This is an optimization exercise on Yosys and OpenROAD, whose aim is small area, a short achievable clock period and few clock cycles per item, not a production implementation. Where RTL was checked, it was by simulation tests only, not by an equivalence proof against the original. No activity file was given, so power comes from the tool's default toggle rates.

==> flow/design.v (excerpt) <==
module booth_radix2_multiplier_core #(
   parameter int MAX_WIDTH = 16
) (
   input  logic                      clock,
   input  logic                      reset,
   input  logic                          req_valid,
   output logic                          req_ready,
   input  logic [brm_pkg::IN_W-1:0]      req_multiplicand_bits,
   input  logic [brm_pkg::IN_W-1:0]      req_multiplier_bits,
   output logic                          rsp_valid,
   input  logic                          rsp_ready,
   output logic [brm_pkg::PRODUCT_W-1:0] rsp_product_bits,
   output logic                          rsp_negative,
   output logic [brm_pkg::MAG_W-1:0]     rsp_magnitude,
   input  logic                      csr_write_enable,
   input  logic [brm_pkg::CFG_W-1:0] csr_write_data
);
Settings: LEC_CHECK=0, ABC_CLOCK_PERIOD_IN_PS=3100, CAP_MARGIN=20, CORE_MARGIN=2, CORE_UTILIZATION=40, CTS_BUF_LIST=sky130_fd_sc_hd__clkbuf_8, PLACE_DENSITY=0.6, SETUP_SLACK_MARGIN=4.1, SLEW_MARGIN=20, TNS_END_PERCENT=30; clock period 7.2 ns.
standard.sh (not shown) runs the stock make flow with config.mk's settings and CLKGATE_MAP_FILE= SYNTH_SCRIPT=/design/flow/synth_recipe.tcl, a recipe that flattens the netlist after the stock synthesis.
==> flow/flow/run.sh <==
#!/bin/bash
# Layout flow: the standard ORFS flow (standard.sh) with two changes:
#  1. synthesis: the same script, except that Yosys's "synth -run fine:" step
#     gets -noabc, so the quick ABC pass there does not re-encode the adder
#     trees before extract_fa (it leaves fewer inverters around the fa/ha
#     cells); flops, hierarchy flattening and renaming are as in synth_recipe.tcl.
#  2. port buffers are sky130_fd_sc_hd__buf_2 instead of the delay cell that
#     buffer_ports picks by default.
# Each tool's output goes to the ORFS logs under orfs/logs; make's own output
# goes to flow_make.log here.
set -euo pipefail
here=$(pwd)
sed 's|^proc synth {args} { yosys synth -nofsm -noshare {\*}\$args }|proc synth {args} { if {[lsearch -exact $args fine:] >= 0} { lappend args -noabc }; yosys synth -nofsm -noshare {*}$args }|' synth_recipe.tcl > flow_synth.tcl
grep -q -- '-noabc' flow_synth.tcl
sed -e "s|SYNTH_SCRIPT=[^ ]*|SYNTH_SCRIPT=$here/flow_synth.tcl|" \
    -e 's|"\${@:-finish}"|BUFFER_PORTS_ARGS="-buffer_cell sky130_fd_sc_hd__buf_2" "${@:-finish}"|' standard.sh > flow_standard_mod.sh
grep -q flow_synth.tcl flow_standard_mod.sh
bash flow_standard_mod.sh > flow_make.log 2>&1
Then changed:
--- a/flow/design.v
+++ b/flow/design.v
@@ -62,63 +62,59 @@
    logic [7:0] two_c;
    logic [7:0] neg_c;
    logic ng_c;
    logic sx_c;
    logic bl_c;
    assign req_sa = |(req_multiplicand_bits & wtop);
    assign req_sb = |(req_multiplier_bits & wtop);
    assign req_ready = en;
    logic        op_v;
    logic [15:0] ax_q;
-   logic [15:0] bx_q;
-   logic sx_q;
+   logic [7:0] one_q;
+   logic [7:0] two_q;
+   logic [7:0] neg_q;
    logic ng_q;
    always_ff @(posedge clock) begin
       if (reset) begin
          op_v <= 1'b0;
       end else if (en) begin
          op_v <= req_valid;
       end
    end
    always_ff @(posedge clock) begin
       if (en) begin
          ax_q <= ax_c;
-         bx_q <= bx_c;
-         sx_q <= sx_c;
+         one_q <= one_c;
+         two_q <= two_c;
+         neg_q <= neg_c;
          ng_q <= ng_c;
       end
    end
    assign ax = ax_q;
+   assign one = one_q;
+   assign two = two_q;
+   assign neg = neg_q;
    assign ng = ng_q;
    always_comb begin
       for (int j = 0; j < 16; j++) begin
          ax_c[j] = wm[j] ? req_multiplicand_bits[j] : req_sa;
          bx_c[j] = wm[j] ? req_multiplier_bits[j] : req_sb;
       end
       sx_c = req_sa ^ req_sb;
       ng_c = sx_c & (|(req_multiplicand_bits & wm)) & (|(req_multiplier_bits & wm));
       for (int i = 0; i < 8; i++) begin
          bl_c = (i == 0) ? 1'b0 : bx_c[2*i-1];
          one_c[i] = bx_c[2*i] ^ bl_c;
          two_c[i] = (bx_c[2*i+1] & ~bx_c[2*i] & ~bl_c) | (~bx_c[2*i+1] & bx_c[2*i] & bl_c);
          neg_c[i] = bx_c[2*i+1] ^ sx_c;
       end
    end
-   logic bl_q;
-   always_comb begin
-      for (int i = 0; i < 8; i++) begin
-         bl_q = (i == 0) ? 1'b0 : bx_q[2*i-1];
-         one[i] = bx_q[2*i] ^ bl_q;
-         two[i] = (bx_q[2*i+1] & ~bx_q[2*i] & ~bl_q) | (~bx_q[2*i+1] & bx_q[2*i] & bl_q);
-         neg[i] = bx_q[2*i+1] ^ sx_q;
-      end
-   end
    wire pp1 = (one[0] & ax[0]) ^ neg[0];
    wire pp2 = ((one[0] & ax[1]) | (two[0] & ax[0])) ^ neg[0];
    wire pp3 = ((one[0] & ax[2]) | (two[0] & ax[1])) ^ neg[0];
    wire pp4 = ((one[0] & ax[3]) | (two[0] & ax[2])) ^ neg[0];
    wire pp5 = ((one[0] & ax[4]) | (two[0] & ax[3])) ^ neg[0];
    wire pp6 = ((one[0] & ax[5]) | (two[0] & ax[4])) ^ neg[0];
    wire pp7 = ((one[0] & ax[6]) | (two[0] & ax[5])) ^ neg[0];
    wire pp8 = ((one[0] & ax[7]) | (two[0] & ax[6])) ^ neg[0];
    wire pp9 = ((one[0] & ax[8]) | (two[0] & ax[7])) ^ neg[0];
    wire pp10 = ((one[0] & ax[9]) | (two[0] & ax[8])) ^ neg[0];
Effect:
- via count came out lower by 20%
- worst setup slack is better by 0.62 ns
- final area decreases by 9.2%
- final cell count came out lower by 16%
- power rose by 1.1%
- clock-buffer cell count is unchanged
- synthesized area fell by 13%
- clock power went up by 11%
- global-route usage is lower by 0.88 points
- register-to-register slack is better by 0.64 ns
- routed wire length goes down by 17%
- sequential share of layout area went up by 4.1 points
- clock skew decreases by 0.0040 ns
Testbench counts after the change, summed over its fixed seeds: cycles 8,024, items 8,000.
Only the layout flow was run in the first run of this note; the RTL was not checked for function there.

-- afterwards: timing with drivers on the ports --
No port has a modelled driver above. Below, the same layouts with a new extraction and two added sets of constraints. Step 1, drivers: a clkbuf_16 drives clock and a buf_2 each remaining input, both assumed. Step 2 also shifts input and output timing later by t, the mid clock arrival at the registers, as if the neighbouring blocks saw the same clock. a / b / c = ideal ports / drivers / drivers and shift; a / b = the first two.
run	t, ns	setup slack, ns	hold slack, ns
the first run	0.544	3.474 / 3.474 / 3.474	0.487 / 0.487 / 0.487
the second run	0.548	4.096 / 3.958 / 3.644	0.438 / 0.438 / 0.438
After both steps setup and hold are still met in every run listed. For the second run, which loses most, drivers alone change the setup slack by -0.138 ns; drivers and shift together by -0.452 ns.
